From an optimization exercise on the open Yosys and OpenROAD flow, aimed at small area; shortcuts taken in it are not production practice.
Function was checked by simulation only, so behaviour that the tests miss may differ from the original.
Power and IR drop assume default switching activity.

--- flow/config.mk ---
export PLATFORM = sky130hd
export DESIGN_NAME = arm_multicycle_core
export DESIGN_NICKNAME = arm_multicycle_core
export VERILOG_FILES = /design/flow/design.v
export SDC_FILE = /design/flow/constraint.sdc
export NUM_CORES = 8
export LEC_CHECK = 0
export CAP_MARGIN = 20
export CORE_MARGIN = 2
export CORE_UTILIZATION = 40
export PLACE_DENSITY = 0.6
export SLEW_MARGIN = 20
--- flow/constraint.sdc ---
create_clock -name core_clock -period 10.0 [get_ports {clk}]
set_input_delay 2.0000 -clock core_clock [delete_from_list [all_inputs] [get_ports {clk}]]
set_output_delay 2.0000 -clock core_clock [all_outputs]
set_load 0.01 [all_outputs]
--- flow/design.v ---
`default_nettype none
module arm_mc_ringrf (
  input  logic        clk,
  input  logic        rst_n,
  input  logic [3:0]  i_nidx,      
  input  logic        i_rdat,      
  input  logic        i_rimm,      
  input  logic [3:0]  i_bidx,      
  input  logic        i_bchk,      
  input  logic [31:0] i_pc8,
  input  logic [31:0] i_rdata,
  input  logic [31:0] i_imm,
  input  logic        i_wnew,      
  input  logic [3:0]  i_widx,
  input  logic [31:0] i_wdata,     
  output logic [31:0] o_rp
);
  logic [31:0] r_ring [0:14];
  logic [14:0] r_rv;
  logic [3:0]  r_rot;
  logic        r_pend;
  logic [3:0]  r_pidx;
  logic [3:0]  r_rpos;      
  logic        r_r15;       
  function automatic logic [3:0] f_mod15(input logic [3:0] a, input logic [3:0] b, input logic ci);
    logic [4:0] s;
    s = {1'b0, a} + {1'b0, b} + {4'd0, ci};
    if (s >= 5'd15) s = s - 5'd15;
    f_mod15 = s[3:0];
  endfunction
  wire         w_byp  = i_bchk & r_pend & (r_pidx == i_bidx) & ~i_rimm;
  wire         w_oth  = w_byp | i_rdat | i_rimm;
  wire         w_r15  = r_r15 & ~w_oth;
  logic [14:0] w_sel;
  always_comb begin
    for (int p = 0; p < 15; p++)
      w_sel[p] = (r_rpos == 4'(p)) & r_rv[p] & ~w_oth & ~r_r15;
    o_rp = ({32{w_r15}} & i_pc8) | ({32{w_byp}} & i_wdata) | ({32{i_rdat}} & i_rdata) |
           ({32{i_rimm}} & i_imm);
    for (int p = 0; p < 15; p++)
      o_rp = o_rp | ({32{w_sel[p]}} & r_ring[p]);
  end
  wire [3:0]  w_widx = r_pend ? r_pidx : i_widx;
  wire [3:0]  w_wpos = f_mod15(w_widx, r_rot, 1'b1);
  wire        w_wact = r_pend | i_wnew;
  logic [4:0] w_we;
  always_comb
    for (int j = 0; j < 5; j++) w_we[j] = w_wact & (w_wpos == 4'(3*j));
  always_ff @(posedge clk or negedge rst_n) begin
    if (!rst_n) begin
      r_rv   <= '0;
      r_rot  <= '0;
      r_pend <= 1'b0;
    end else begin
      r_rot  <= (r_rot == 4'd14) ? 4'd0 : r_rot + 4'd1;
      r_pend <= w_wact & ~(|w_we);
      for (int p = 0; p < 15; p++)
        r_rv[p] <= ((p % 3) == 0 && w_we[p/3]) ? 1'b1 : r_rv[(p + 14) % 15];
    end
  end
  always_ff @(posedge clk) begin
    r_rpos <= f_mod15(i_nidx, r_rot, 1'b1);
    r_r15  <= (i_nidx == 4'd15);
    if (i_wnew) r_pidx <= i_widx;
    for (int p = 0; p < 15; p++)
      r_ring[p] <= ((p % 3) == 0 && w_we[p/3]) ? i_wdata : r_ring[(p + 14) % 15];
  end
endmodule
module arm_mc_shift (
  input  logic [31:0] i_x,
  input  logic [11:0] i_ir,
  input  logic        i_imm,
  input  logic        i_reg,
  input  logic        i_c,
  output logic [31:0] o_b,
  output logic        o_c
);
  wire [3:0] w_rot  = i_ir[11:8];
  wire [4:0] w_imm5 = i_ir[11:7];
  wire [1:0] w_sh   = i_ir[6:5];
  logic [1:0]  w_t1;
  logic [3:0]  w_t2;
  logic [7:0]  w_t3;
  logic [15:0] w_t4;
  logic [31:0] w_therm;
  always_comb begin
    w_t1    = {1'b0, w_imm5[0]};
    w_t2    = w_imm5[1] ? {w_t1, 2'b11}    : {2'b00, w_t1};
    w_t3    = w_imm5[2] ? {w_t2, 4'hF}     : {4'h0, w_t2};
    w_t4    = w_imm5[3] ? {w_t3, 8'hFF}    : {8'h00, w_t3};
    w_therm = w_imm5[4] ? {w_t4, 16'hFFFF} : {16'h0000, w_t4};
  end
  wire [4:0] w_neg5 = {w_imm5[4] ^ (|w_imm5[3:0]), w_imm5[3] ^ (|w_imm5[2:0]),
                       w_imm5[2] ^ (|w_imm5[1:0]), w_imm5[1] ^ w_imm5[0], w_imm5[0]};
  logic [31:0] w_r;
  logic [4:0]  w_amt;
  logic        w_lsl, w_rsh, w_fill;
  always_comb begin
    w_amt = 5'd0;
    w_lsl = 1'b0;
    w_rsh = 1'b0;
    if (i_imm) begin
      w_amt = {w_rot, 1'b0};
    end else if (i_reg) begin
      case (w_sh)
        2'b00:   begin w_amt = w_neg5; w_lsl = 1'b1; end
        2'b01,
        2'b10:   begin w_amt = w_imm5; w_rsh = 1'b1; end
        default: w_amt = w_imm5;
      endcase
    end
    w_r = i_x;
    if (w_amt[0]) w_r = {w_r[0],    w_r[31:1]};
    if (w_amt[1]) w_r = {w_r[1:0],  w_r[31:2]};
    if (w_amt[2]) w_r = {w_r[3:0],  w_r[31:4]};
    if (w_amt[3]) w_r = {w_r[7:0],  w_r[31:8]};
    if (w_amt[4]) w_r = {w_r[15:0], w_r[31:16]};
    w_fill = i_x[31] & w_sh[1];
    for (int k = 0; k < 32; k++) begin
      o_b[k] = w_r[k];
      if (w_lsl & w_therm[k]) o_b[k] = 1'b0;
      if (w_rsh & w_therm[31-k]) o_b[k] = w_fill;
    end
    o_c = i_c;
    if (i_imm) begin
      if (w_rot != 4'd0) o_c = w_r[31];
    end else if (w_imm5 != 5'd0) begin
      o_c = w_lsl ? w_r[0] : w_r[31];
    end
  end
endmodule
module arm_mc_alu (
  input  logic [31:0] i_a,
  input  logic [31:0] i_b,
  input  logic [3:0]  i_tp,
  input  logic        i_ga,
  input  logic        i_gna,
  input  logic        i_cin,
  output logic [31:0] o_res,
  output logic        o_cout,
  output logic        o_ovf
);
  logic [31:0] w_p, w_g, w_G, w_P;
  logic [32:0] w_cy;
  always_comb begin
    for (int k = 0; k < 32; k++) begin
      w_p[k] = i_tp[{i_a[k], i_b[k]}];
      w_g[k] = ~w_p[k] & (i_a[k] ? i_ga : i_gna);
    end
    w_G = w_g;
    w_P = w_p;
    w_G[0] = w_g[0] | (w_p[0] & i_cin);
    for (int d = 0; d < 5; d++)
      for (int i = 0; i < 32; i++)
        if ((i % (2 << d)) == ((2 << d) - 1)) begin
          w_G[i] = w_G[i] | (w_P[i] & w_G[i - (1 << d)]);
          w_P[i] = w_P[i] & w_P[i - (1 << d)];
        end
    for (int d = 3; d >= 0; d--)
      for (int i = 0; i < 32; i++)
        if (((i % (2 << d)) == ((1 << d) - 1)) && (i >= (2 << d))) begin
          w_G[i] = w_G[i] | (w_P[i] & w_G[i - (1 << d)]);
          w_P[i] = w_P[i] & w_P[i - (1 << d)];
        end
    w_cy   = {w_G, i_cin};
    o_res  = w_p ^ w_cy[31:0];
    o_cout = w_cy[32];
    o_ovf  = w_cy[32] ^ w_cy[31];
  end
endmodule
module arm_multicycle_core #(
  parameter int          ADDR_W    = 32,
  parameter logic [31:0] RESET_PC  = 32'h0,
  parameter int          SHIFT_EN  = 1,
  parameter int          UNDEF_NOP = 0
) (
  input  logic              clk,
  input  logic              rst_n,
  output logic              o_instr_req,
  output logic [ADDR_W-1:0] o_instr_addr,
  input  logic              i_instr_valid,
  input  logic [31:0]       i_instr,
  output logic              o_mem_req,
  output logic              o_mem_we,
  output logic [ADDR_W-1:0] o_mem_addr,
  output logic [31:0]       o_mem_wdata,
  input  logic              i_mem_ack,
  input  logic [31:0]       i_mem_rdata,
  output logic [ADDR_W-1:0] o_pc,
  output logic [3:0]        o_flags,
  output logic              o_halted
);
  localparam logic [2:0] S_FETCH  = 3'd0;
  localparam logic [2:0] S_DECODE = 3'd1;
  localparam logic [2:0] S_EXEC   = 3'd2;
  localparam logic [2:0] S_MEM    = 3'd3;
  localparam logic [2:0] S_WB     = 3'd4;
  localparam logic [2:0] S_HALT   = 3'd5;
  logic [2:0]  r_state, w_next;
  logic [31:2] r_pc;
  logic [31:0] r_ir;
  logic [3:0]  r_flags;
  logic [31:0] r_t;
  wire st_fetch  = (r_state == S_FETCH);
  wire st_decode = (r_state == S_DECODE);
  wire st_exec   = (r_state == S_EXEC);
  wire st_mem    = (r_state == S_MEM);
  wire st_wb     = (r_state == S_WB);
  wire st_halt   = (r_state == S_HALT);
  wire [3:0] w_cond = r_ir[31:28];
  wire [1:0] w_op   = r_ir[27:26];
  wire       w_i    = r_ir[25];
  wire [3:0] w_cmd  = r_ir[24:21];
  wire       w_s    = r_ir[20];         
  wire [3:0] w_rn   = r_ir[19:16];
  wire [3:0] w_rd   = r_ir[15:12];
  wire [3:0] w_rm   = r_ir[3:0];
  wire w_dp = (w_op == 2'b00);
  wire w_ls = (w_op == 2'b01);
  wire w_br = w_op[1];
  wire [31:3] w_inc = r_pc[31:3] + 29'd1;
  wire [31:0] w_pc8 = {w_inc, r_pc[2], 2'b00};
  wire [31:2] w_pc4 = r_pc[2] ? {w_inc, 1'b0} : {r_pc[31:3], 1'b1};
  logic [31:0] w_rp;
  wire        w_rimm = st_decode & ((w_dp & w_i) | w_ls | w_br);
  wire [31:0] w_imm  = w_br ? {{6{r_ir[23]}}, r_ir[23:0], 2'b00}
                            : {20'd0, r_ir[11:8] & {4{w_ls}}, r_ir[7:0]};
  logic [3:0] w_nidx;
  always_comb begin
    if (st_fetch)       w_nidx = i_instr[3:0];
    else if (st_decode) w_nidx = w_br ? 4'd15 : w_rn;
    else                w_nidx = w_rd;
  end
  arm_mc_ringrf u_rf (
    .clk(clk), .rst_n(rst_n),
    .i_nidx(w_nidx), .i_rdat(st_mem & w_s), .i_rimm(w_rimm), .i_bidx(w_rm), .i_bchk(st_decode),
    .i_pc8(w_pc8), .i_rdata(i_mem_rdata), .i_imm(w_imm),
    .i_wnew(st_wb & (w_rd != 4'd15)), .i_widx(w_rd), .i_wdata(r_t),
    .o_rp(w_rp)
  );
  wire w_n = r_flags[3], w_z = r_flags[2], w_c = r_flags[1], w_v = r_flags[0];
  logic w_cond_pass;
  always_comb begin
    case (w_cond)
      4'b0000: w_cond_pass = w_z;
      4'b0001: w_cond_pass = ~w_z;
      4'b0010: w_cond_pass = w_c;
      4'b0011: w_cond_pass = ~w_c;
      4'b0100: w_cond_pass = w_n;
      4'b0101: w_cond_pass = ~w_n;
      4'b0110: w_cond_pass = w_v;
      4'b0111: w_cond_pass = ~w_v;
      4'b1000: w_cond_pass = w_c & ~w_z;
      4'b1001: w_cond_pass = ~w_c | w_z;
      4'b1010: w_cond_pass = (w_n == w_v);
      4'b1011: w_cond_pass = (w_n != w_v);
      4'b1100: w_cond_pass = ~w_z & (w_n == w_v);
      4'b1101: w_cond_pass = w_z | (w_n != w_v);
      4'b1110: w_cond_pass = 1'b1;
      default: w_cond_pass = 1'b0;
    endcase
  end
  logic w_cmd_ok;
  always_comb begin
    case (w_cmd)
      4'b0000, 4'b0001, 4'b0010, 4'b0011,
      4'b0100, 4'b1010, 4'b1100, 4'b1101: w_cmd_ok = 1'b1;
      default:                            w_cmd_ok = 1'b0;
    endcase
  end
  wire w_is_dp = w_dp & w_cmd_ok & ~(~w_i & r_ir[4]);
  wire w_is_ls = w_ls & ~w_i & ~r_ir[22] & r_ir[24] & ~r_ir[21];
  wire w_is_b  = (w_op == 2'b10) & r_ir[25] & ~r_ir[24];
  wire w_undef = ~(w_is_dp | w_is_ls | w_is_b);
  logic [31:0] w_b;
  logic        w_shc;
  arm_mc_shift u_sh (
    .i_x(r_t), .i_ir(r_ir[11:0]),
    .i_imm(st_exec & w_dp & w_i), .i_reg(st_exec & w_dp & ~w_i & (SHIFT_EN != 0)),
    .i_c(w_c),
    .o_b(w_b), .o_c(w_shc)
  );
  localparam logic [3:0] T_XOR  = 4'b0110, T_XNOR = 4'b1001, T_AND  = 4'b1000,
                         T_OR   = 4'b1110, T_B    = 4'b1010, T_A    = 4'b1100;
  wire w_c_and = (w_cmd == 4'b0000);
  wire w_c_eor = (w_cmd == 4'b0001);
  wire w_c_sub = (w_cmd == 4'b0010);
  wire w_c_rsb = (w_cmd == 4'b0011);
  wire w_c_add = (w_cmd == 4'b0100);
  wire w_c_cmp = (w_cmd == 4'b1010);
  wire w_c_orr = (w_cmd == 4'b1100);
  wire w_arith = w_c_sub | w_c_cmp | w_c_rsb | w_c_add;
  logic [3:0] w_tp;
  logic       w_ga, w_gna, w_cin;
  always_comb begin
    w_tp  = T_A;                  
    w_ga  = 1'b0;
    w_gna = 1'b0;
    w_cin = 1'b0;
    if (st_wb) begin
      w_tp = T_B;                 
    end else if (st_exec) begin
      if (w_dp) begin
        if (w_c_add)                 begin w_tp = T_XOR;  w_ga = 1'b1; end
        else if (w_c_sub | w_c_cmp)  begin w_tp = T_XNOR; w_ga = 1'b1; w_cin = 1'b1; end
        else if (w_c_rsb)            begin w_tp = T_XNOR; w_gna = 1'b1; w_cin = 1'b1; end
        else if (w_c_and)            w_tp = T_AND;
        else if (w_c_eor)            w_tp = T_XOR;
        else if (w_c_orr)            w_tp = T_OR;
        else                         w_tp = T_B;
      end else if (w_ls & ~r_ir[23]) begin
        w_tp = T_XNOR; w_ga = 1'b1; w_cin = 1'b1;
      end else begin
        w_tp = T_XOR;  w_ga = 1'b1;
      end
    end
  end
  logic [31:0] w_res;
  logic        w_cout, w_ovf;
  arm_mc_alu u_alu (
    .i_a(w_rp), .i_b(w_b), .i_tp(w_tp), .i_ga(w_ga), .i_gna(w_gna), .i_cin(w_cin),
    .o_res(w_res), .o_cout(w_cout), .o_ovf(w_ovf)
  );
  wire       w_zero = ~|w_res;
  wire [3:0] w_nf   = w_arith ? {w_res[31], w_zero, w_cout, w_ovf}
                              : {w_res[31], w_zero, w_shc, w_v};
  always_comb begin
    w_next = r_state;
    case (r_state)
      S_FETCH:  if (i_instr_valid) w_next = S_DECODE;
      S_DECODE: begin
        if (!w_cond_pass)  w_next = S_FETCH;
        else if (w_undef)  w_next = (UNDEF_NOP != 0) ? S_FETCH : S_HALT;
        else               w_next = S_EXEC;
      end
      S_EXEC: begin
        if (w_dp)      w_next = w_c_cmp ? S_FETCH : S_WB;
        else if (w_ls) w_next = S_MEM;
        else           w_next = S_FETCH;
      end
      S_MEM:    if (i_mem_ack) w_next = w_s ? S_WB : S_FETCH;
      S_WB:     w_next = S_FETCH;
      S_HALT:   w_next = S_HALT;
      default:  w_next = S_FETCH;
    endcase
  end
  assign o_instr_req  = st_fetch & rst_n;
  assign o_mem_req    = st_mem;
  assign o_mem_we     = ~w_s;
  assign o_halted     = st_halt;
  assign o_instr_addr = {r_pc, 2'b00};
  assign o_pc         = {r_pc, 2'b00};
  assign o_flags      = r_flags;
  assign o_mem_addr   = {r_t[31:2], 2'b00};
  assign o_mem_wdata  = w_rp;
  always_ff @(posedge clk or negedge rst_n) begin
    if (!rst_n) r_state <= S_FETCH;
    else        r_state <= w_next;
  end
  always_ff @(posedge clk or negedge rst_n) begin
    if (!rst_n) begin
      r_pc    <= RESET_PC[31:2];
      r_flags <= '0;
    end else begin
      if ((st_decode & (~w_cond_pass | (w_undef & (UNDEF_NOP != 0)))) |
          (st_exec & w_dp & w_c_cmp) |
          (st_mem & i_mem_ack & ~w_s) |
          (st_wb & (w_rd != 4'd15)))
        r_pc <= w_pc4;
      else if ((st_exec & w_br) | st_wb)
        r_pc <= w_res[31:2];
      if (st_exec & w_dp & (w_s | w_c_cmp)) r_flags <= w_nf;
    end
  end
  always_ff @(posedge clk) begin
    r_ir[31:28] <= i_instr[31:28];
    r_ir[19:16] <= i_instr[19:16];
    r_ir[4:0]   <= i_instr[4:0];
    if (st_fetch) begin
      r_ir[27:20] <= i_instr[27:20];
      r_ir[15:5]  <= i_instr[15:5];
    end
    if (st_decode | st_exec | (st_mem & i_mem_ack & w_s)) r_t <= w_res;
  end
endmodule
`default_nettype wire
--- flow/flow/run.sh ---
#!/bin/bash
set -euo pipefail
W=$PWD
F=$W/flow
O=$W/ownflow
mkdir -p "$O"

# ORFS synth.tcl with the ABC script swapped
sed 's#^  log_cmd abc {\*}\$abc_args$#  set abc_args [lreplace $abc_args 1 1 '"$F"'/area.abc]\n  log_cmd abc {*}$abc_args#' \
  "$FLOW_HOME/scripts/synth.tcl" > "$O/orfs_synth.tcl"
grep -q "$F/area.abc" "$O/orfs_synth.tcl"
# The standard flow's synthesis script, sourcing that copy
sed 's#\$::env(SCRIPTS_DIR)/synth.tcl#'"$O"'/orfs_synth.tcl#' "$W/synth_recipe.tcl" > "$O/synth_recipe_area.tcl"
grep -q "$O/orfs_synth.tcl" "$O/synth_recipe_area.tcl"

bash "$W/standard.sh" "SYNTH_SCRIPT=$O/synth_recipe_area.tcl" synth > "$W/synth.log" 2>&1
bash "$W/standard.sh" "SYNTH_SCRIPT=$O/synth_recipe_area.tcl" \
  "BUFFER_PORTS_ARGS=-buffer_cell sky130_fd_sc_hd__buf_1" \
  "CTS_ARGS=-sink_clustering_enable -repair_clock_nets -sink_clustering_size 25 -sink_clustering_max_diameter 100 -dont_use_dummy_load" \
  finish > "$W/layout.log" 2>&1
test -s "$W/out/final.def"
--- flow/flow/area.abc ---
strash
&get -n
&st
&synch2
&dch -f
&nf -R 1000
&put
topo
dnsize
--- flow/standard.sh ---
#!/bin/bash
# synth_recipe.tcl (not shown) runs the flow's synth.tcl, then flattens the netlist and writes it again
# the make line also repeats each setting of config.mk as NAME=value (left out here)
make -C /OpenROAD-flow-scripts/flow DESIGN_CONFIG=/design/flow/config.mk WORK_HOME=/design/flow/orfs CLKGATE_MAP_FILE= SYNTH_SCRIPT=/design/flow/synth_recipe.tcl "${@:-finish}"
==> results_dict.tcl, run 1 <==
set metrics [dict create \
    vias 22500 \
    drv_slew 0 \
    cp-start-kind "flip-flop" \
    num_rows 92 \
    h-tree-depth 1 \
    cp_max_fo 18 \
    synth_async_sr_flop_share_pct 9.33 \
    cellLeakagePower_nw 10.8 \
    cts_tree "yes" \
    dr.first_iter.drc_count 2987 \
    worstMarginPinSlew_ns 1.09 \
    syn_area_per_cell_um2 10.2 \
    setup_viol 0 \
    critPathSlowestCell "a21boi_0" \
    grt_max_degree 59 \
    ys_warn_count 5 \
    synth_cells 2496 \
    drive_gt1_share_pct 5.25 \
    vias_per_cell 6.26 \
    peakVddDrop_uv 157 \
    critPathBufInv 3 \
    cp_top_family "compound AO/OA/AOI/OAI gates" \
    ant_nets 0 \
    syn2layout_area_growth_pct 11.0 \
    clk_path_buf_depth 3 \
    totalNegativeSetupSlack_ns 0 \
    synth.distinct_cells 59 \
    clk_latency_ns 0.62 \
    dr.pass1.iters 7 \
    grt_pass1_wl_um 150000 \
    netlist_area_mm2 0.0255 \
    die-area_mm2 0.0658 \
    fill_cells 6042 \
    ys_ff_latch 611 \
    min_period_ns 9.31 \
    antenna_found_initial 3 \
    synth_area_leaders "dfxtp_1 39%, mux2_1 7.6%, edfxtp_1 6.5%" \
    slew_headroom_pct 27.3 \
    drv_cap 0 \
    crit_top_cell "o21ai_0" \
    p_per_area_mw_per_mm2 362 \
    ys_seq_area_share_pct 51.2 \
    wl_per_cell_um 29.2 \
    cts_buffers 29 \
    hold_path_class "flip-flop to flip-flop" \
    placed_cell_area_mm2 0.0276 \
    synthFlopType "dfxtp_1" \
    gr-total-overflow 0 \
    drc 0 \
    outcome "no timing/DRC/antenna violations" \
    period_share_pct 93.1 \
    rsz0062_at_grt "no" \
    synth_top_area_cell "dfxtp_1" \
    whs_path_depth 0 \
    path_depth 33 \
    worstPathArrival_ns 9.85 \
    crit_type "flip-flop to flip-flop" \
    fmax_mhz 107 \
    grt_pass1_vias 21800 \
    rr_worst_depth 33 \
    max_stage_delay_ns 0.84 \
    end_kind "flip-flop" \
    crit_required_ns 10.53 \
    track_usage_pct 30.8 \
    clk_pin_slew_worst_paths_ns 0.10 \
    nNetsFinal 2835 \
    stdcell_area_mm2 0.0283 \
    die_h_um 257 \
    numPortBuffers 197 \
    coreArea_mm2 0.0631 \
    root_buffer "clkbuf_16" \
    worst_clock_skew_ns 0.0518 \
    start_util_pct 40.4 \
    post_cts_buffers 0 \
    synth_top_area_share_pct 39.2 \
    final_hold_viol_count 0 \
    io_pins 204 \
    gp_congestion 0.987 \
    wirelength_um 105000 \
    die_w_um 257 \
    synth-edff-count 55 \
    hpwl_um 76000 \
    cts.sinks 611 \
]
-- worst reg2reg max path, delay by kind of cell, from the launching register on --
kind                     cells  cell delay, ns
AO/OA/AOI/OAI               18            5.18
AND/OR/NAND/NOR             10            1.56
buffers and inverters        3            0.96
flip-flops                   1            0.78
XOR/XNOR                     1            0.47
adder cells (fa/ha/maj)      1            0.27
-- per-layer routing --
metal / track usage, % / wire length (µm)
met2: 48.3 / 47100
met5: 0 / 9
met1: 41.5 / 43300
met3: 5.40 / 9500
met4: 13.7 / 5080
-- cells in the final DEF (no fill, tap or decap), types with 72 or more instances in the layout --
cell type / synthesis / routed
buf_1: 0 / 196
clkinv_1: 72 / 72
a22oi_1: 101 / 101
a21oi_1: 139 / 137
a222oi_1: 88 / 88
dfxtp_1: 499 / 499
o21ai_0: 166 / 165
nor2_1: 172 / 166
buf_4: 70 / 87
nand2_1: 283 / 280
mux2_1: 172 / 172
-- where the power goes --
group          switching, W  total [W]  internal [W]
combinational       0.00305    0.00450       0.00144
clock              0.000768    0.00129      0.000517
sequential         0.000910    0.00448       0.00357
total               0.00473     0.0103       0.00553
-- flip-flops by register name, summed over array words and instances (netlist names) --
signal       cells
u_rf.r_rv       15
r_flags          4
u_rf.r_ring    480
u_rf.r_r15       1
r_state          3
w_cmd_ok         1
u_rf.r_pend      1
r_pc            30
r_t             32
u_rf.r_rpos      4
u_rf.r_rot       4
r_ir            32
u_rf.r_pidx      4
-- kinds of logic after synthesis --
logic type                 share of synthesized area (%)
other                                             0.0147
and+or+nand+nor                                     12.1
AOI/OAI and AO/OA                                   20.2
DFF                                                 51.2
xor gates and xnor gates                            2.44
muxes                                               9.85
buffers and inverters                               3.12
adders and majority gates                           1.09
-- timing repair --
item | in CTS | in global routing
setup endpoints to repair | 0 | 3
resized for setup | 0 | 1
endpoints found under the hold margin | 0 | 0
hold buffers | 0 | 0
-- metrics by stage --
stage                     hold WS, ns  power (W)  utilization (%)  setup WS [ns]  cells
final                           0.309     0.0103             44.9          0.686   3591
after global routing            0.308     0.0108             44.9         0.0547   3590
after CTS                       0.310     0.0102             44.9          0.643   3590
after detailed placement        0.335    0.00889             43.7          0.694   3561
after global placement          0.328    0.00881             43.7          0.830   3561
after floorplan                 0.324    0.00699                -           1.38   2501
-- worst paths after layout --
path / from / to / slack (ns)
worst min register to register: u_rf.r_ring[1][17] / u_rf.r_ring[2][17] / 0.31
worst max-delay path: r_ir[10] / r_pc[31] / 0.69
min in group asynchronous: rst_n / u_rf.r_rot[1] / 1.61
worst max register to register: r_ir[10] / r_pc[31] / 0.69
max in group asynchronous: rst_n / r_pc[10] / 7.79
worst min-delay path: u_rf.r_ring[1][17] / u_rf.r_ring[2][17] / 0.31
-- final cells by class --
type	instances	area, µm²	area share [%]
tap	846	1060	3.74
clock buffer	29	726	2.56
multi-input combinational	1748	11800	41.7
inverter	72	270	0.954
sequential	611	13100	46.1
timing repair buffer	284	1400	4.93
antenna	1	2.50	0.00884
-- Yosys cell counts (all sizes together) (7+ instances only) --
cell,count
a211o,7
a211oi,19
a21boi,10
a21o,8
a21oi,139
a221o,17
a221oi,45
a222oi,88
a22o,18
a22oi,101
a31oi,22
and2,21
and3,29
buf,70
clkinv,72
dfrtp,57
dfxtp,499
edfxtp,55
ha,19
mux2,172
mux2i,53
nand2,283
nand2b,17
nand3,55
nand4,31
nor2,172
nor2b,10
nor3,24
nor4,8
o211ai,16
o21ai,166
o221ai,31
o22ai,24
or2,8
or3,7
xnor2,40
xor2,31
==> run 2, diff against run 1 <==
--- a/flow/design.v
+++ b/flow/design.v
@@ -22,5 +22,4 @@
   logic [3:0]  r_pidx;
   logic [3:0]  r_rpos;      
-  logic        r_r15;       
   function automatic logic [3:0] f_mod15(input logic [3:0] a, input logic [3:0] b, input logic ci);
     logic [4:0] s;
@@ -31,9 +30,9 @@
   wire         w_byp  = i_bchk & r_pend & (r_pidx == i_bidx) & ~i_rimm;
   wire         w_oth  = w_byp | i_rdat | i_rimm;
-  wire         w_r15  = r_r15 & ~w_oth;
+  wire         w_r15  = (r_rpos == 4'd15) & ~w_oth;
   logic [14:0] w_sel;
   always_comb begin
     for (int p = 0; p < 15; p++)
-      w_sel[p] = (r_rpos == 4'(p)) & r_rv[p] & ~w_oth & ~r_r15;
+      w_sel[p] = (r_rpos == 4'(p)) & r_rv[p] & ~w_oth;
     o_rp = ({32{w_r15}} & i_pc8) | ({32{w_byp}} & i_wdata) | ({32{i_rdat}} & i_rdata) |
            ({32{i_rimm}} & i_imm);
@@ -60,6 +59,5 @@
   end
   always_ff @(posedge clk) begin
-    r_rpos <= f_mod15(i_nidx, r_rot, 1'b1);
-    r_r15  <= (i_nidx == 4'd15);
+    r_rpos <= (i_nidx == 4'd15) ? 4'd15 : f_mod15(i_nidx, r_rot, 1'b1);
     if (i_wnew) r_pidx <= i_widx;
     for (int p = 0; p < 15; p++)
==> flow/flow/area.abc (replaced) <==
strash
&get -n
&st
&syn2
&synch2
&put
dch -f
amap
topo
dnsize
--- a/flow/config.mk
+++ b/flow/config.mk
@@ -6,7 +6,7 @@
 export NUM_CORES = 8
 export LEC_CHECK = 0
-export CAP_MARGIN = 20
+export CAP_MARGIN = 0
 export CORE_MARGIN = 2
 export CORE_UTILIZATION = 40
 export PLACE_DENSITY = 0.6
-export SLEW_MARGIN = 20
+export SLEW_MARGIN = 0
==> results_dict.tcl, run 2 <==
set metrics [dict create \
    most-common-layout-cells "498 x dfxtp_1, 273 x nor2_1, 269 x clkinv_1" \
    antenna_found_initial 2 \
    place_inst 3675 \
    outcome "no timing/DRC/antenna violations" \
    crit_required_ns 10.43 \
    nNetsFinal 2958 \
    io_pins 204 \
    clk_latency_ns 0.64 \
    synth_top_area_cell "dfxtp_1" \
    crit_type "flip-flop to flip-flop" \
    p_per_area_mw_per_mm2 411 \
    gr-total-overflow 0 \
    cts.sinks 610 \
    diodes 0 \
    hold_path_class "flip-flop to flip-flop" \
    synth_area_leaders "dfxtp_1 40%, edfxtp_1 6.6%, dfrtp_1 5.7%" \
    fmax_mhz 108 \
    slew_headroom_pct 11.9 \
    max_flop_register "u_rf.r_ring" \
    die_w_um 254 \
    p_seq_share_pct 40.3 \
    crit_top_cell "clkinv_1" \
    drv_slew 0 \
    drc 0 \
    largest_reg_flops 480 \
    cts_tree "yes" \
    coreArea_mm2 0.0618 \
    grt_max_degree 59 \
    cts_buffers 29 \
    drv_cap 0 \
    cp-start-kind "flip-flop" \
    reg.largest.list "u_rf.r_ring x480, r_ir x32, r_t x32" \
    ys_ff_latch 610 \
    p_total_w 0.0115 \
    worst_clock_skew_ns 0.0803 \
    combinationalPowerShare_pct 48.5 \
    die-area_mm2 0.0646 \
    synth_top_area_share_pct 39.8 \
    synth_common_cells "498 x dfxtp_1, 290 x nor2_1, 274 x clkinv_1" \
    wl_per_cell_um 31.0 \
    clk_pin_slew_worst_paths_ns 0.10 \
    synthMostInstantiatedCell "dfxtp_1" \
    fin_cells 3704 \
    root_buffer "clkbuf_16" \
    synth_async_sr_flop_share_pct 9.34 \
    critPathBufInv 8 \
    placed_cell_area_mm2 0.0272 \
    final_hold_viol_count 0 \
    vias 24200 \
    p_switching_w 0.00560 \
    stdcell_area_mm2 0.0280 \
    synth.distinct_cells 59 \
    start_util_pct 40.5 \
    max_stage_delay_ns 0.52 \
    grt_pass1_wl_um 162000 \
    worst_hold_slack_ns 0.307 \
    dr.first_iter.drc_count 4039 \
    worstPathArrival_ns 9.72 \
    pwr-share-clk_pct 11.2 \
    synth_cells 2612 \
    syn2layout_area_growth_pct 11.7 \
    rsz0062_at_grt "no" \
    die_h_um 254 \
    vias_per_cell 6.54 \
    syn_area_per_cell_um2 9.58 \
    dr.pass1.iters 9 \
    swShare_pct 48.7 \
    peakVddDrop_uv 224 \
    totalNegativeSetupSlack_ns 0 \
    drive_gt1_share_pct 5.72 \
    cp_top_family "compound AO/OA/AOI/OAI gates" \
    synth-edff-count 55 \
    clk_path_buf_depth 3 \
    num_rows 91 \
    holdBufCountCts 0 \
    p_int_w 0.00589 \
    post_cts_buffers 0 \
    ant_nets 0 \
    cp_max_fo 14 \
    hpwl_um 82500 \
    end_kind "flip-flop" \
    numPortBuffers 197 \
    critPathSlowestCell "a222oi_1" \
    worstMarginPinSlew_ns 1.29 \
    ys_warn_count 5 \
    grt_pass1_vias 23100 \
    setup_viol 0 \
    gp_congestion 1.03 \
    track_usage_pct 34.7 \
    wirelength_um 115000 \
    ys_seq_area_share_pct 52.1 \
    cellLeakagePower_nw 9.96 \
    period_share_pct 92.9 \
    synthFlopType "dfxtp_1" \
    layout_commonest_cell "dfxtp_1" \
    min_period_ns 9.29 \
    netlist_area_mm2 0.0250 \
    h-tree-depth 1 \
]
run 2: changes by cell type after synthesis, sizes merged, moves of 31 or more:
cell    previous run  this run
clkinv            72       274
mux2             172         0
o22ai             24       187
o22a               0       157
nor2             172       290
nand2            283       175
o21ai            166        88
mux2i             53         0
xnor2             40         2
xor2              31         0
run 2: area by class of cell:
class                   count  area (µm²)
fillers                  6004       33900
repair buffers            291        1460
well taps                 837        1050
clock buffers              29         726
inverters                 274        1040
multi-input cells        1663       10600
flip-flops and latches    610       13000
run 2: cell families after synthesis:
family,count (synthesis),share of synthesized area [%]
other cells,1,0.0150
compound gates,993,29.3
simple gates,641,11.2
buf+inv,344,6.21
fa+ha+maj,21,1.11
xor+xnor,2,0.0700
flops,610,52.1
run 2: worst paths after layout:
path / startpoint / endpoint / slack [ns] / cells after the start
setup / recovery: r_state[1] / r_flags[0] / 0.71 / 40
hold / removal: u_rf.r_ring[3][6] / u_rf.r_ring[4][6] / 0.31 / 0
setup reg to reg: r_state[1] / r_flags[0] / 0.71 / 40
hold reg to reg: u_rf.r_ring[3][6] / u_rf.r_ring[4][6] / 0.31 / 0
max in group asynchronous: rst_n / r_pc[26] / 7.75 / 2
min in group asynchronous: rst_n / r_state[2] / 1.60 / 2
run 2: stage by stage:
step | setup slack, ns | util (%)
2_1_floorplan | 1.20 | -
3_3_place_gp | 0.648 | 44.0
3_5_place_dp | 0.387 | 44.0
4_1_cts | 0.279 | 45.2
5_1_grt | 0.0251 | 45.2
6_report | 0.706 | 45.2
run 2: power groups by stage:
| stage | Sequential, W | Combinational [W] | Clock [W] |
|---|---|---|---|
| floorplan | 0.00416 | 0.00349 | 0 |
| global placement | 0.00460 | 0.00535 | 0 |
| detailed placement | 0.00462 | 0.00540 | 0 |
| CTS | 0.00458 | 0.00542 | 0.00129 |
| global route | 0.00469 | 0.00596 | 0.00137 |
| finish | 0.00463 | 0.00557 | 0.00128 |
run 2: what timing repair did:
item | CTS | global route
setup endpoints to repair | 0 | 11
resized for setup | 0 | 10
endpoints found under the hold margin | 0 | 0
run 2: metal layers:
| metal | vias up | track usage [%] | wire length (µm) |
|---|---|---|---|
| li1 | 10500 | - | - |
| met1 | 11900 | 46.8 | 45900 |
| met2 | 1590 | 53.0 | 50000 |
| met3 | 236 | 7.72 | 13500 |
| met4 | 2 | 15.7 | 5560 |
| met5 | - | 0 | 11 |
==> run 3, diff against run 2 <==
--- a/flow/design.v
+++ b/flow/design.v
@@ -49,8 +49,6 @@
     if (!rst_n) begin
       r_rv   <= '0;
-      r_rot  <= '0;
       r_pend <= 1'b0;
     end else begin
-      r_rot  <= (r_rot == 4'd14) ? 4'd0 : r_rot + 4'd1;
       r_pend <= w_wact & ~(|w_we);
       for (int p = 0; p < 15; p++)
@@ -59,6 +57,7 @@
   end
   always_ff @(posedge clk) begin
+    r_rot  <= (r_rot >= 4'd14) ? 4'd0 : r_rot + 4'd1;
     r_rpos <= (i_nidx == 4'd15) ? 4'd15 : f_mod15(i_nidx, r_rot, 1'b1);
-    if (i_wnew) r_pidx <= i_widx;
+    r_pidx <= i_widx;
     for (int p = 0; p < 15; p++)
       r_ring[p] <= ((p % 3) == 0 && w_we[p/3]) ? i_wdata : r_ring[(p + 14) % 15];
@@ -197,5 +196,5 @@
   logic [2:0]  r_state, w_next;
   logic [31:2] r_pc;
-  logic [31:0] r_ir;
+  logic [27:0] r_ir;        
   logic [3:0]  r_flags;
   logic [31:0] r_t;
@@ -206,5 +205,5 @@
   wire st_wb     = (r_state == S_WB);
   wire st_halt   = (r_state == S_HALT);
-  wire [3:0] w_cond = r_ir[31:28];
+  wire [3:0] w_cond = i_instr[31:28];    
   wire [1:0] w_op   = r_ir[27:26];
   wire       w_i    = r_ir[25];
@@ -238,5 +237,5 @@
   );
   wire w_n = r_flags[3], w_z = r_flags[2], w_c = r_flags[1], w_v = r_flags[0];
-  logic w_cond_pass;
+  logic w_cond_pass, r_cpass;
   always_comb begin
     case (w_cond)
@@ -328,5 +327,5 @@
       S_FETCH:  if (i_instr_valid) w_next = S_DECODE;
       S_DECODE: begin
-        if (!w_cond_pass)  w_next = S_FETCH;
+        if (!r_cpass)      w_next = S_FETCH;
         else if (w_undef)  w_next = (UNDEF_NOP != 0) ? S_FETCH : S_HALT;
         else               w_next = S_EXEC;
@@ -361,5 +360,5 @@
       r_flags <= '0;
     end else begin
-      if ((st_decode & (~w_cond_pass | (w_undef & (UNDEF_NOP != 0)))) |
+      if ((st_decode & (~r_cpass | (w_undef & (UNDEF_NOP != 0)))) |
           (st_exec & w_dp & w_c_cmp) |
           (st_mem & i_mem_ack & ~w_s) |
@@ -372,5 +371,5 @@
   end
   always_ff @(posedge clk) begin
-    r_ir[31:28] <= i_instr[31:28];
+    r_cpass     <= w_cond_pass;
     r_ir[19:16] <= i_instr[19:16];
     r_ir[4:0]   <= i_instr[4:0];
--- a/flow/flow/run.sh
+++ b/flow/flow/run.sh
@@ -17,5 +17,5 @@
 bash "$W/standard.sh" "SYNTH_SCRIPT=$O/synth_recipe_area.tcl" \
   "BUFFER_PORTS_ARGS=-buffer_cell sky130_fd_sc_hd__buf_1" \
-  "CTS_ARGS=-sink_clustering_enable -repair_clock_nets -sink_clustering_size 25 -sink_clustering_max_diameter 100 -dont_use_dummy_load" \
+  "CTS_ARGS=-sink_clustering_enable -repair_clock_nets -sink_clustering_size 16 -sink_clustering_max_diameter 80 -buf_list sky130_fd_sc_hd__clkbuf_8 -dont_use_dummy_load" \
   finish > "$W/layout.log" 2>&1
 test -s "$W/out/final.def"
==> results_dict.tcl, run 3 <==
set metrics [dict create \
    largest_reg_flops 480 \
    synth_xor_area_share_pct 0 \
    outcome "no timing/DRC/antenna violations" \
    p_seq_share_pct 43.6 \
    cp-start-kind "flip-flop" \
    cellLeakagePower_nw 9.73 \
    fill_cells 6031 \
    synth-adder-area-share_pct 1.21 \
    synth_top_family_by_area "compound AO/OA/AOI/OAI gates" \
    die_h_um 254 \
    end_kind "flip-flop" \
    worstPathArrival_ns 9.90 \
    numPortBuffers 197 \
    final_hold_viol_count 0 \
    clk_pin_slew_worst_paths_ns 0.11 \
    dr.first_iter.drc_count 3756 \
    most-common-layout-cells "503 x dfxtp_1, 293 x clkinv_1, 247 x nor2_1" \
    busiest_layer "met2" \
    crit_type "flip-flop to flip-flop" \
    track_usage_pct 34.4 \
    pwr-share-clk_pct 11.2 \
    antenna_found_initial 10 \
    reg.largest.list "u_rf.r_ring x480, r_t x32, r_pc x30" \
    min_period_ns 9.32 \
    synthMostInstantiatedCell "dfxtp_1" \
    worst_clock_skew_ns 0.0928 \
    synth_common_cells "503 x dfxtp_1, 296 x clkinv_1, 270 x nor2_1" \
    num_rows 91 \
    die-area_mm2 0.0646 \
    cp_max_fo 16 \
    synth_top_area_cell "dfxtp_1" \
    synth_cells 2639 \
    gr-total-overflow 0 \
    slew_headroom_pct 20.4 \
    use_met2_pct 49.7 \
    ys_seq_area_share_pct 51.6 \
    stdcell_area_mm2 0.0277 \
    ys_warn_count 5 \
    period_share_pct 93.2 \
    synthFlopType "dfxtp_1" \
    io_pins 204 \
    coreArea_mm2 0.0618 \
    synth-edff-count 51 \
    p_switching_w 0.00505 \
    synth-compound-area-share_pct 29.9 \
    setup_viol 0 \
    vias 24600 \
    critPathSlowestCell "dfrtp_1" \
    syn_area_per_cell_um2 9.49 \
    use_met3_pct 8.83 \
    max_stage_delay_ns 0.47 \
    peakVddDrop_uv 148 \
    netlist_area_mm2 0.0250 \
    hold_path_class "flip-flop to flip-flop" \
    cts_tree "yes" \
    synth_top_area_share_pct 40.2 \
    clk_latency_ns 0.71 \
    worst_hold_slack_ns 0.307 \
    drv_slew 0 \
    vias_per_cell 6.60 \
    totalNegativeSetupSlack_ns 0 \
    die_w_um 254 \
    holdBufCountCts 0 \
    postCtsResizedCells 0 \
    h-tree-depth 2 \
    drv_cap 0 \
    cts_buffers 45 \
    synth_async_sr_flop_share_pct 8.73 \
    synth_area_leaders "dfxtp_1 40%, edfxtp_1 6.1%, o22a_1 5.7%" \
    cts.sinks 607 \
    dr.pass1.iters 8 \
    start_util_pct 40.5 \
    max_flop_register "u_rf.r_ring" \
    synthMuxAreaShare_pct 0 \
    p_per_area_mw_per_mm2 385 \
    syn2layout_area_growth_pct 10.6 \
    placed_cell_area_mm2 0.0270 \
    gp_congestion 1.11 \
    ys_ff_latch 607 \
    wl_per_cell_um 30.4 \
    p_int_w 0.00561 \
    grt_max_degree 55 \
    drive_gt1_share_pct 5.47 \
    root_buffer "clkbuf_8" \
    ant_nets 0 \
    swShare_pct 47.4 \
    hpwl_um 79900 \
    crit_required_ns 10.58 \
    rsz0062_at_grt "no" \
    fmax_mhz 107 \
    combinationalPowerShare_pct 45.2 \
    nNetsFinal 2984 \
    wirelength_um 114000 \
    drc 0 \
    clk_path_buf_depth 3 \
    post_cts_buffers 0 \
    met1_usage_pct 47.2 \
    synth_simple_gate_area_share_pct 10.7 \
    worstMarginPinSlew_ns 1.16 \
    layout_commonest_cell "dfxtp_1" \
    grt_pass1_wl_um 162000 \
    crit_top_cell "clkinv_1" \
    grt_pass1_vias 23500 \
    synth.distinct_cells 59 \
]
run 3: cell families after synthesis:
group                    Yosys count
flip-flops                       607
AO/OA/AOI/OAI                   1026
buffers and inverters            366
other                              1
adder cells (fa/ha/maj)           23
AND/OR/NAND/NOR                  616
run 3: power groups by stage:
stage	clock network, W	logic (W)	registers, W
6_report	0.00119	0.00482	0.00465
5_1_grt	0.00128	0.00517	0.00473
4_1_cts	0.00120	0.00468	0.00460
3_5_place_dp	0	0.00466	0.00464
3_3_place_gp	0	0.00460	0.00463
2_1_floorplan	0	0.00310	0.00424
run 3: routing by layer:
metal | part of all wire, % | vias to the layer above
met3 | 12 | 338
met5 | 0.048 | -
met1 | 41 | 11900
met2 | 41 | 1744
met4 | 5.8 | 8
li1 | - | 10600
run 3: through the flow:
step / total power, W / util, % / setup WS, ns / cells
finish: 0.0107 / 44.8 / 0.678 / 3732
detailed placement: 0.00930 / 43.7 / 0.563 / 3683
floorplan: 0.00734 / - / 1.31 / 2644
global route: 0.0112 / 44.8 / 0.0168 / 3729
global placement: 0.00923 / 43.7 / 0.686 / 3683
CTS: 0.0105 / 44.8 / 0.439 / 3728
run 3: cell type report:
type | instances | area (µm²) | area share (%)
clock buffers | 45 | 619 | 2.24
inverters | 296 | 1110 | 4.02
diodes | 4 | 10.0 | 0.0361
multi-input cells | 1671 | 10700 | 38.6
repair buffers | 272 | 1300 | 4.71
flip-flops and latches | 607 | 12900 | 46.7
well taps | 837 | 1050 | 3.78
run 3: final timing paths:
kind                                     from                 end  slack (ns)  depth (start not counted)
max                                r_state[2]            r_pc[31]        0.68                         45
min                        u_rf.r_ring[7][13]  u_rf.r_ring[8][13]        0.31                          0
max reg2reg                        r_state[2]            r_pc[31]        0.68                         45
min reg2reg                u_rf.r_ring[7][13]  u_rf.r_ring[8][13]        0.31                          0
max in group asynchronous               rst_n            r_pc[31]        7.84                          2
min in group asynchronous               rst_n       u_rf.r_rv[10]        1.49                          2
run 3: critical path, delay by kind of cell, from the launching register on:
family / cells / cell delay, ns
flops: 1 / 0.47
simple gates: 15 / 2.43
compound gates: 18 / 4.18
buf+inv: 12 / 2.13
==> run 4, diff against run 3 <==
--- a/flow/design.v
+++ b/flow/design.v
@@ -14,5 +14,6 @@
   input  logic [3:0]  i_widx,
   input  logic [31:0] i_wdata,     
-  output logic [31:0] o_rp
+  output logic [31:0] o_rp,
+  output logic        o_byp        
 );
   logic [31:0] r_ring [0:14];
@@ -28,6 +29,6 @@
     f_mod15 = s[3:0];
   endfunction
-  wire         w_byp  = i_bchk & r_pend & (r_pidx == i_bidx) & ~i_rimm;
-  wire         w_oth  = w_byp | i_rdat | i_rimm;
+  assign       o_byp  = i_bchk & r_pend & (r_pidx == i_bidx) & ~i_rimm;
+  wire         w_oth  = i_rdat | i_rimm;
   wire         w_r15  = (r_rpos == 4'd15) & ~w_oth;
   logic [14:0] w_sel;
@@ -35,6 +36,5 @@
     for (int p = 0; p < 15; p++)
       w_sel[p] = (r_rpos == 4'(p)) & r_rv[p] & ~w_oth;
-    o_rp = ({32{w_r15}} & i_pc8) | ({32{w_byp}} & i_wdata) | ({32{i_rdat}} & i_rdata) |
-           ({32{i_rimm}} & i_imm);
+    o_rp = ({32{w_r15}} & i_pc8) | ({32{i_rdat}} & i_rdata) | ({32{i_rimm}} & i_imm);
     for (int p = 0; p < 15; p++)
       o_rp = o_rp | ({32{w_sel[p]}} & r_ring[p]);
@@ -220,4 +220,5 @@
   wire [31:2] w_pc4 = r_pc[2] ? {w_inc, 1'b0} : {r_pc[31:3], 1'b1};
   logic [31:0] w_rp;
+  logic        w_byp;
   wire        w_rimm = st_decode & ((w_dp & w_i) | w_ls | w_br);
   wire [31:0] w_imm  = w_br ? {{6{r_ir[23]}}, r_ir[23:0], 2'b00}
@@ -234,5 +235,5 @@
     .i_pc8(w_pc8), .i_rdata(i_mem_rdata), .i_imm(w_imm),
     .i_wnew(st_wb & (w_rd != 4'd15)), .i_widx(w_rd), .i_wdata(r_t),
-    .o_rp(w_rp)
+    .o_rp(w_rp), .o_byp(w_byp)
   );
   wire w_n = r_flags[3], w_z = r_flags[2], w_c = r_flags[1], w_v = r_flags[0];
@@ -378,5 +379,5 @@
       r_ir[15:5]  <= i_instr[15:5];
     end
-    if (st_decode | st_exec | (st_mem & i_mem_ack & w_s)) r_t <= w_res;
+    if ((st_decode & ~w_byp) | st_exec | (st_mem & i_mem_ack & w_s)) r_t <= w_res;
   end
 endmodule
==> flow/flow/area.abc (replaced) <==
strash
&get -n
&st
&syn2
&synch2
&put
dch -f
amap -F 3 -A 3
topo
dnsize
==> results_dict.tcl, run 4 <==
set metrics [dict create \
    nNetsFinal 2851 \
    critPathBufInv 11 \
    multiInputGateArea_mm2 0.0103 \
    p_per_area_mw_per_mm2 396 \
    die_h_um 252 \
    dr.first_iter.drc_count 3750 \
    most-common-layout-cells "503 x dfxtp_1, 261 x clkinv_1, 197 x nor2_1" \
    peakVddDrop_uv 186 \
    p_switching_w 0.00511 \
    syn_area_per_cell_um2 9.90 \
    root_buffer "clkbuf_8" \
    coreArea_mm2 0.0605 \
    crit_top_cell "clkinv_1" \
    worstHoldStart "u_rf.r_ring[10][28]" \
    cp_top_family "compound AO/OA/AOI/OAI gates" \
    largest_reg_flops 480 \
    fill_cells 5835 \
    cp-start-kind "flip-flop" \
    synth_top_area_cell "dfxtp_1" \
    combinationalPowerShare_pct 47.1 \
    ant_nets 0 \
    antenna_found_initial 4 \
    numPortBuffers 197 \
    critPathSlowestCell "a222oi_1" \
    rsz0062_at_grt "no" \
    gr-total-overflow 0 \
    worst_clock_skew_ns 0.0377 \
    ys_warn_count 5 \
    synth.distinct_cells 56 \
    layout_commonest_cell "dfxtp_1" \
    clk_path_buf_depth 3 \
    min_period_ns 9.00 \
    clk_pin_slew_worst_paths_ns 0.10 \
    synth_top_area_share_pct 41.1 \
    worstPathArrival_ns 9.58 \
    synth_common_cells "503 x dfxtp_1, 267 x clkinv_1, 204 x nor2_1" \
    whs_path_depth 0 \
    swShare_pct 47.3 \
    die_w_um 252 \
    drive_gt1_share_pct 6.85 \
    fmax_mhz 111 \
    stdcell_area_mm2 0.0273 \
    p_int_w 0.00570 \
    drc 0 \
    fin_cells 3540 \
    grt_pass1_vias 22900 \
    drv_slew 0 \
    reg.largest.list "u_rf.r_ring x480, r_t x32, r_pc x30" \
    final_hold_viol_count 0 \
    r2r_end "r_pc[31]" \
    r2r-start "r_state[1]" \
    totalNegativeSetupSlack_ns 0 \
    holdBufCountCts 0 \
    synth-edff-count 51 \
    slew_headroom_pct 18.0 \
    die-area_mm2 0.0633 \
    ys_ff_latch 607 \
    max_stage_delay_ns 0.49 \
    cellLeakagePower_nw 9.71 \
    netlist_area_mm2 0.0245 \
    track_usage_pct 32.5 \
    cts_buffers 44 \
    wirelength_um 106000 \
    regArea_mm2 0.0129 \
    vias_per_cell 6.68 \
    crit_required_ns 10.58 \
    clk_latency_ns 0.66 \
    drv_cap 0 \
    grt_max_degree 41 \
    h-tree-depth 2 \
    synth_area_leaders "dfxtp_1 41%, o22a_1 6.4%, edfxtp_1 6.2%" \
    ys_seq_area_share_pct 52.7 \
    hold_path_class "flip-flop to flip-flop" \
    place_inst 3494 \
    rr_worst_depth 40 \
    syn2layout_area_growth_pct 11.4 \
    reg2reg_slack_ns 1.00 \
    synth_cells 2477 \
    setup_viol 0 \
    cts_tree "yes" \
    end_kind "flip-flop" \
    io_pins 204 \
    max_flop_register "u_rf.r_ring" \
    grt_pass1_wl_um 152000 \
    cts.sinks 607 \
    p_seq_share_pct 42.2 \
    vias 23600 \
    cp_max_fo 21 \
    dr.pass1.iters 10 \
    synth_async_sr_flop_share_pct 8.73 \
    holdPathEnd "u_rf.r_ring[11][28]" \
    placed_cell_area_mm2 0.0267 \
    synthMostInstantiatedCell "dfxtp_1" \
    start_util_pct 40.6 \
    pwr-share-clk_pct 10.7 \
    wl_per_cell_um 30.0 \
    gp_congestion 1.06 \
    crit_type "flip-flop to flip-flop" \
    worstMarginPinSlew_ns 1.23 \
    num_rows 90 \
    synthFlopType "dfxtp_1" \
    period_share_pct 90.0 \
    outcome "no timing/DRC/antenna violations" \
    diodes 0 \
    hpwl_um 75700 \
]
-- run 4: cell count changes in the layout (fill, tap and decap cells not counted), moves of 12 or more --
cell	change
a221oi_1	-12
nor2_1	-50
a21oi_1	-33
buf_4	+30
nand2_1	-31
a222oi_1	+17
clkinv_1	-32
nor3_1	+13
o22ai_1	-31
o22a_1	+18
nand3_1	-28
a22oi_1	+38
nor3b_2	+13
-- run 4: logic make-up (layout without fill, tap and decap cells) --
family	count (synthesis)	after routing	share of synthesized area [%]
buffers and inverters	337	613	6.23
adder cells (fa/ha/maj)	23	23	1.23
flip-flops	607	607	52.7
XOR/XNOR	4	4	0.143
other	1	6	0.0153
AO/OA/AOI/OAI	995	995	30.2
AND/OR/NAND/NOR	510	510	9.45
-- run 4: metrics by stage --
step / power, W / setup WS, ns / hold WS [ns] / utilization, %
global route: 0.0113 / 0.221 / 0.344 / 45.2
floorplan: 0.00736 / 0.630 / 0.327 / -
CTS: 0.0106 / 0.447 / 0.342 / 45.1
global placement: 0.00942 / 0.550 / 0.332 / 44.1
finish: 0.0108 / 1.00 / 0.346 / 45.2
detailed placement: 0.00947 / 0.515 / 0.337 / 44.1
-- run 4: layout make-up --
| type | instances | area share, % |
|---|---|---|
| Clock buffer | 44 | 2.22 |
| Inverter | 267 | 3.68 |
| Multi-Input combinational cell | 1538 | 37.6 |
| Sequential cell | 607 | 47.3 |
| Tap cell | 782 | 3.58 |
| Timing Repair Buffer | 302 | 5.59 |
-- run 4: power by group through the flow --
stage          Combinational [W]  Sequential, W  Clock [W]
5_1_grt                  0.00544        0.00463    0.00125
3_5_place_dp             0.00492        0.00456          0
3_3_place_gp             0.00488        0.00454          0
4_1_cts                  0.00495        0.00451    0.00116
6_report                 0.00510        0.00456    0.00115
2_1_floorplan            0.00320        0.00416          0
-- run 4: timing repair --
action | in CTS | in global routing
setup endpoints to repair | 0 | 9
gates resized for setup | 0 | 7
buffers inserted | 0 | 2
-- run 4: worst max-delay path by stage --
stage	from	to	slack, ns	cells past startpoint
global placement	r_state[1]	r_pc[31]	0.55	39
CTS	r_state[1]	r_pc[31]	0.45	40
global route	r_state[1]	r_pc[31]	0.22	40
detailed placement	r_state[1]	r_pc[31]	0.51	40
finish	r_state[1]	r_pc[31]	1.00	40
floorplan	r_state[1]	r_pc[31]	0.63	36
-- run 4: layer usage --
metal	vias to the layer above	wire, µm	share of wire (%)	track usage, %
met3	291	11900	11	6.67
met2	1707	45700	43	49.2
met1	11500	43100	41	44.3
met4	6	5600	5.3	15.7
li1	10200	-	-	-
met5	-	82	0.077	0
==> run 5, diff against run 4 <==
--- a/flow/design.v
+++ b/flow/design.v
@@ -18,5 +18,5 @@
 );
   logic [31:0] r_ring [0:14];
-  logic [14:0] r_rv;
+  logic [1:0]  r_clr;       
   logic [3:0]  r_rot;
   logic        r_pend;
@@ -32,8 +32,10 @@
   wire         w_oth  = i_rdat | i_rimm;
   wire         w_r15  = (r_rpos == 4'd15) & ~w_oth;
+  wire         w_clr  = (r_clr != 2'd3);
+  wire [2:0]   w_cln  = {~w_clr, ~w_clr | r_clr[1], ~w_clr | (r_clr != 2'd0)};
   logic [14:0] w_sel;
   always_comb begin
     for (int p = 0; p < 15; p++)
-      w_sel[p] = (r_rpos == 4'(p)) & r_rv[p] & ~w_oth;
+      w_sel[p] = (r_rpos == 4'(p)) & w_cln[p % 3] & ~w_oth;
     o_rp = ({32{w_r15}} & i_pc8) | ({32{i_rdat}} & i_rdata) | ({32{i_rimm}} & i_imm);
     for (int p = 0; p < 15; p++)
@@ -43,15 +45,16 @@
   wire [3:0]  w_wpos = f_mod15(w_widx, r_rot, 1'b1);
   wire        w_wact = r_pend | i_wnew;
-  logic [4:0] w_we;
+  logic [4:0] w_we, w_wr;
   always_comb
     for (int j = 0; j < 5; j++) w_we[j] = w_wact & (w_wpos == 4'(3*j));
+  assign w_wr = w_we | {5{w_clr}};
+  wire [31:0] w_wdata = i_wdata & {32{~w_clr}};
   always_ff @(posedge clk or negedge rst_n) begin
     if (!rst_n) begin
-      r_rv   <= '0;
+      r_clr  <= '0;
       r_pend <= 1'b0;
     end else begin
       r_pend <= w_wact & ~(|w_we);
-      for (int p = 0; p < 15; p++)
-        r_rv[p] <= ((p % 3) == 0 && w_we[p/3]) ? 1'b1 : r_rv[(p + 14) % 15];
+      if (w_clr) r_clr <= r_clr + 2'd1;
     end
   end
@@ -61,5 +64,5 @@
     r_pidx <= i_widx;
     for (int p = 0; p < 15; p++)
-      r_ring[p] <= ((p % 3) == 0 && w_we[p/3]) ? i_wdata : r_ring[(p + 14) % 15];
+      r_ring[p] <= ((p % 3) == 0 && w_wr[p/3]) ? w_wdata : r_ring[(p + 14) % 15];
   end
 endmodule
==> flow/flow/area.abc (replaced) <==
strash
&get -n
&st
&syn2
&synch2
&put
dch -f
amap -F 3 -A 3
topo
upsize -c
dnsize -c
--- a/flow/config.mk
+++ b/flow/config.mk
@@ -8,5 +8,5 @@
 export CAP_MARGIN = 0
 export CORE_MARGIN = 2
-export CORE_UTILIZATION = 40
-export PLACE_DENSITY = 0.6
+export CORE_UTILIZATION = 55
+export PLACE_DENSITY = 0.75
 export SLEW_MARGIN = 0
==> results_dict.tcl, run 5 <==
set metrics [dict create \
    cellLeakagePower_nw 9.57 \
    drv_slew 0 \
    die_h_um 216 \
    worstHoldStart "u_rf.r_ring[3][7]" \
    outcome "no timing/DRC/antenna violations" \
    drive_gt1_share_pct 6.74 \
    totalNegativeSetupSlack_ns 0 \
    ys_seq_area_share_pct 50.9 \
    antenna_found_initial 6 \
    clk_latency_ns 0.66 \
    num_rows 77 \
    post_cts_buffers 0 \
    whs_path_depth 0 \
    ys_ff_latch 594 \
    final_hold_viol_count 0 \
    p_per_area_mw_per_mm2 386 \
    diodes 0 \
    io_pins 204 \
    gp_congestion 1.06 \
    clk_pin_slew_worst_paths_ns 0.10 \
    synth_async_sr_flop_share_pct 6.73 \
    cp-start-kind "flip-flop" \
    syn2layout_area_growth_pct 8.26 \
    crit_top_cell "inv_2" \
    drc 0 \
    crit_type "flip-flop to flip-flop" \
    worstMarginPinSlew_ns 1.25 \
    gr-total-overflow 0 \
    start_util_pct 55.9 \
    synth_top_area_share_pct 40.6 \
    r2r-start "r_ir[27]" \
    numPortBuffers 197 \
    slew_headroom_pct 15.5 \
    cp_max_fo 21 \
    synth_top_area_cell "dfxtp_1" \
    setup_viol 0 \
    hold_path_class "flip-flop to flip-flop" \
    drv_cap 0 \
    largest_reg_flops 480 \
    layout_commonest_cell "dfxtp_1" \
    cts_buffers 44 \
    grt_pass1_vias 22900 \
    min_period_ns 8.77 \
    die_w_um 216 \
    end_kind "flip-flop" \
    p_total_w 0.0104 \
    period_share_pct 87.7 \
    synth-edff-count 51 \
    vias 24600 \
    syn_area_per_cell_um2 9.31 \
    synth_cells 2661 \
    holdBufCountCts 0 \
    peakVddDrop_uv 249 \
    ant_nets 0 \
    cts.sinks 594 \
    reg.largest.list "u_rf.r_ring x480, r_t x32, r_pc x30" \
    hpwl_um 74500 \
    r2r_end "r_flags[2]" \
    rsz0062_at_grt "no" \
    grt_max_degree 57 \
    netlist_area_mm2 0.0248 \
    worst_clock_skew_ns 0.0665 \
    fill_cells 3882 \
    post-route-util_pct 60.5 \
    dr.pass1.iters 10 \
    coreArea_mm2 0.0443 \
    most-common-layout-cells "503 x dfxtp_1, 292 x clkinv_1, 267 x nand2_1" \
    ys_warn_count 5 \
    track_usage_pct 43.0 \
    cts_tree "yes" \
    max_flop_register "u_rf.r_ring" \
    max_stage_delay_ns 0.77 \
    wl_per_cell_um 29.7 \
    root_buffer "clkbuf_8" \
    grt_pass1_wl_um 149000 \
    critPathSlowestCell "o21ai_0" \
    vias_per_cell 7.07 \
    worstPathArrival_ns 9.29 \
    synth.distinct_cells 78 \
    synth_area_leaders "dfxtp_1 41%, edfxtp_1 6.2%, o22ai_1 5.7%" \
    nNetsFinal 2988 \
    synthFlopType "dfxtp_1" \
    fmax_mhz 114 \
    postCtsResizedCells 0 \
    wirelength_um 104000 \
    reg2reg_slack_ns 1.23 \
    rr_worst_depth 33 \
    crit_required_ns 10.52 \
    holdPathEnd "u_rf.r_ring[4][7]" \
    clk_path_buf_depth 3 \
    synthMostInstantiatedCell "dfxtp_1" \
    die-area_mm2 0.0468 \
    dr.first_iter.drc_count 4281 \
    h-tree-depth 2 \
    synth_common_cells "503 x dfxtp_1, 292 x clkinv_1, 267 x nand2_1" \
]
run 5: changes by cell type after synthesis, moves of 12 or more:
cell	change
o22a_1	-171
nand2_1	+140
o21ai_0	+117
o22ai_1	+65
a22oi_1	-53
a221oi_1	+41
inv_2	+32
clkinv_1	+25
nor2_1	-19
nor3b_1	-16
a21oi_1	-14
inv_1	+14
dfrtp_1	-13
or2_0	-12
run 5: worst max-delay path by stage:
stage                          start    endpoint  slack [ns]  cells past startpoint
final                       r_ir[27]  r_flags[2]        1.23                     33
after global routing      r_state[1]    r_pc[31]        0.91                     33
after CTS                   r_ir[27]    r_pc[31]        1.64                     35
after detailed placement    r_ir[27]    r_pc[31]        1.69                     35
after global placement    r_state[1]    r_pc[31]        1.80                     34
after floorplan             r_ir[10]    r_pc[31]        3.38                     37
run 5: cells by family (layout without fill, tap and decap cells):
group / count (synthesis) / count (layout) / share of synthesized area [%]
AOI/OAI and AO/OA: 1016 / 1016 / 28.9
xor gates and xnor gates: 2 / 2 / 0.0707
adders and majority gates: 25 / 25 / 1.32
buffers and inverters: 410 / 637 / 7.39
DFF: 594 / 594 / 50.9
other: 1 / 6 / 0.0151
and+or+nand+nor: 613 / 613 / 11.5
run 5: power by group:
group          switching [W]  internal, W  leakage, nW
combinational        0.00357      0.00141         4.14
clock               0.000751     0.000396        0.316
sequential          0.000841      0.00339         5.12
total                0.00517      0.00520         9.57
run 5: routing by layer:
metal  GRT usage (%)  vias to the layer above  wire (µm)
met5               0                        -         45
met4            28.7                        8       8170
met3            13.2                      459      15600
met2            61.9                     2057      42300
met1            55.7                    11600      37500
li1                -                    10500          -
run 5: layout make-up:
cell class	count	area (µm²)	share of cell area (%)
well taps	592	741	2.76
clock buffers	44	606	2.26
flip-flops and latches	594	12600	47.0
multi-input cells	1662	10400	38.8
inverters	340	1310	4.86
repair buffers	253	1160	4.33
run 5: critical path: cells and delay by family (launching register included):
family / cells / cell delay, ns
AO/OA/AOI/OAI: 15 / 4.21
flip-flops: 1 / 0.69
buffers and inverters: 5 / 1.07
AND/OR/NAND/NOR: 13 / 2.69
run 5: through the flow:
step	worst slack, ns	cell area [µm²]	hold slack, ns	instances
2_1_floorplan	3.38	24800	0.326	2666
3_3_place_gp	1.80	26200	0.330	3441
3_5_place_dp	1.69	26200	0.334	3441
4_1_cts	1.64	26800	0.329	3485
5_1_grt	0.908	26800	0.330	3485
6_report	1.23	26800	0.329	3485
==> run 6, diff against run 5 <==
==> flow/flow/area.abc (replaced) <==
strash
&get -n
&st
&syn2
&synch2
&put
dch -f
amap -F 3 -A 3
topo
dnsize
==> results_dict.tcl, run 6 <==
set metrics [dict create \
    synth_top_family_by_area "compound AO/OA/AOI/OAI gates" \
    grt_pass1_vias 22300 \
    layout_commonest_cell "dfxtp_1" \
    synthMostInstantiatedCell "dfxtp_1" \
    drv_slew 0 \
    cts_tree "yes" \
    die_w_um 215 \
    worst_clock_skew_ns 0.0613 \
    fill_cells 3839 \
    cp_max_fo 17 \
    crit_required_ns 10.46 \
    worstPathArrival_ns 9.47 \
    dr.pass1.iters 12 \
    p_per_area_mw_per_mm2 388 \
    synth_xor_area_share_pct 0.0719 \
    synth_common_cells "503 x dfxtp_1, 340 x clkinv_1, 268 x nand2_1" \
    synthFlopType "dfxtp_1" \
    hold_path_class "flip-flop to flip-flop" \
    syn_area_per_cell_um2 9.16 \
    critPathSlowestCell "edfxtp_1" \
    worst_hold_slack_ns 0.319 \
    numPortBuffers 197 \
    crit_type "flip-flop to flip-flop" \
    synth-adder-area-share_pct 1.34 \
    reg.largest.list "u_rf.r_ring x480, r_t x32, r_pc x30" \
    cp-start-kind "flip-flop" \
    final_hold_viol_count 0 \
    netlist_area_mm2 0.0244 \
    rsz0062_at_grt "no" \
    rr_worst_depth 40 \
    combinationalPowerShare_pct 48.5 \
    end_kind "flip-flop" \
    pwr-share-clk_pct 10.8 \
    cts_buffers 43 \
    io_pins 204 \
    coreArea_mm2 0.0440 \
    clk_pin_slew_worst_paths_ns 0.11 \
    use_met3_pct 11.3 \
    ys_ff_latch 594 \
    worstMarginPinSlew_ns 1.15 \
    crit_top_cell "clkinv_1" \
    cts.sinks 594 \
    gp_congestion 1.06 \
    max_stage_delay_ns 0.61 \
    p_int_w 0.00520 \
    antenna_found_initial 2 \
    wirelength_um 104000 \
    drv_cap 0 \
    reg2reg_slack_ns 0.99 \
    most-common-layout-cells "503 x dfxtp_1, 338 x clkinv_1, 268 x nand2_1" \
    placed_cell_area_mm2 0.0261 \
    grt_max_degree 45 \
    min_period_ns 9.01 \
    wl_per_cell_um 29.7 \
    stdcell_area_mm2 0.0267 \
    vias 24600 \
    busiest_layer "met2" \
    drive_gt1_share_pct 5.48 \
    totalNegativeSetupSlack_ns 0 \
    peakVddDrop_uv 234 \
    max_flop_register "u_rf.r_ring" \
    root_buffer "clkbuf_8" \
    p_seq_share_pct 40.6 \
    die-area_mm2 0.0460 \
    p_switching_w 0.00517 \
    synth_area_leaders "dfxtp_1 41%, edfxtp_1 6.3%, o22ai_1 5.8%" \
    synth_top_area_share_pct 41.3 \
    outcome "no timing/DRC/antenna violations" \
    fmax_mhz 111 \
    synth_simple_gate_area_share_pct 10.6 \
    drc 0 \
]
==> run 6: cell type report <==
cell class	instances	area (µm²)	area share [%]
clock buffer	43	592	2.21
tap	592	741	2.77
antenna	1	2.50	0.00936
timing repair buffer	282	1380	5.16
inverter	340	1280	4.77
sequential	594	12600	47.1
multi-input combinational	1662	10100	37.9
==> run 6: routing by layer <==
metal  share of wire (%)  wire length [µm]
met5               0.026                27
met4                 6.8              7080
met3                  15             15600
met2                  41             42500
met1                  37             39100
==> run 6: worst max path at each step <==
| stage | cells past startpoint | startpoint | slack [ns] | end |
|---|---|---|---|---|
| after floorplan | 32 | r_ir[27] | 0.82 | r_pc[31] |
| after global placement | 42 | r_state[1] | 1.18 | r_pc[31] |
| after detailed placement | 40 | r_state[1] | 0.87 | r_pc[31] |
| after CTS | 40 | r_state[1] | 0.73 | r_pc[31] |
| after global routing | 42 | r_state[1] | 0.19 | r_pc[31] |
| final | 40 | r_ir[8] | 0.99 | r_pc[31] |
==> run 6: worst max-delay path, delay by kind of cell (launching register included) <==
kind / cells / cell delay (ns)
xor+xnor: 1 / 0.28
compound gates: 17 / 4.42
fa+ha+maj: 2 / 0.52
buf+inv: 11 / 1.76
simple gates: 9 / 1.22
flops: 1 / 0.61
==> run 6: metrics by stage <==
step                      setup slack (ns)  util [%]  instances  total power (W)
after global routing                 0.188      60.7       3513           0.0108
after global placement                1.18      59.3       3470          0.00890
after floorplan                      0.822         -       2666          0.00687
after detailed placement             0.866      59.3       3470          0.00898
after CTS                            0.726      60.7       3513           0.0101
final                                0.987      60.7       3514           0.0104
==> run 6: power groups by stage <==
stage / logic, W / registers (W) / clock network, W
final: 0.00503 / 0.00421 / 0.00112
after global routing: 0.00531 / 0.00425 / 0.00120
after CTS: 0.00481 / 0.00415 / 0.00112
after detailed placement: 0.00479 / 0.00419 / 0
after global placement: 0.00474 / 0.00417 / 0
after floorplan: 0.00304 / 0.00383 / 0
==> run 6: kinds of logic after synthesis <==
group,after synthesis
other,1
flip-flops,594
AO/OA/AOI/OAI,1016
AND/OR/NAND/NOR,613
XOR/XNOR,2
buffers and inverters,410
adder cells (fa/ha/maj),25
==> run 6: what timing repair did <==
action                                 CTS  global route
setup endpoints to repair                0             8
setup buffers                            0             0
gates resized for setup                  0             5
endpoints found under the hold margin    0             0

==> static timing again, ports no longer ideal <==
How much do the figures lean on ideal ports? The routed layouts below were timed once more, with nothing changed but the port constraints.
Step 1: set_driving_cell puts a clkbuf_16 on clk and a buf_2 on each other input, an assumption about the parent block.
Step 2, shift: input delay + t, output delay - t, t = (earliest + latest rising clock arrival at the registers) / 2. This alone moves slack from input paths to output paths.
Slacks: ideal / step 1 / step 2; pairs: ideal / step 1.
run	t (ns)	slack for setup (ns)
run 1	0.659	0.686 / 0.686 / 0.686
run 2	0.659	0.706 / 0.706 / 0.706
run 3	0.723	0.678 / 0.678 / 0.678
run 4	0.698	1.002 / 1.002 / 1.002
run 5	0.688	1.226 / 1.226 / 1.226
run 6	0.678	0.987 / 0.987 / 0.987
After both steps setup and hold are still met in every run listed.
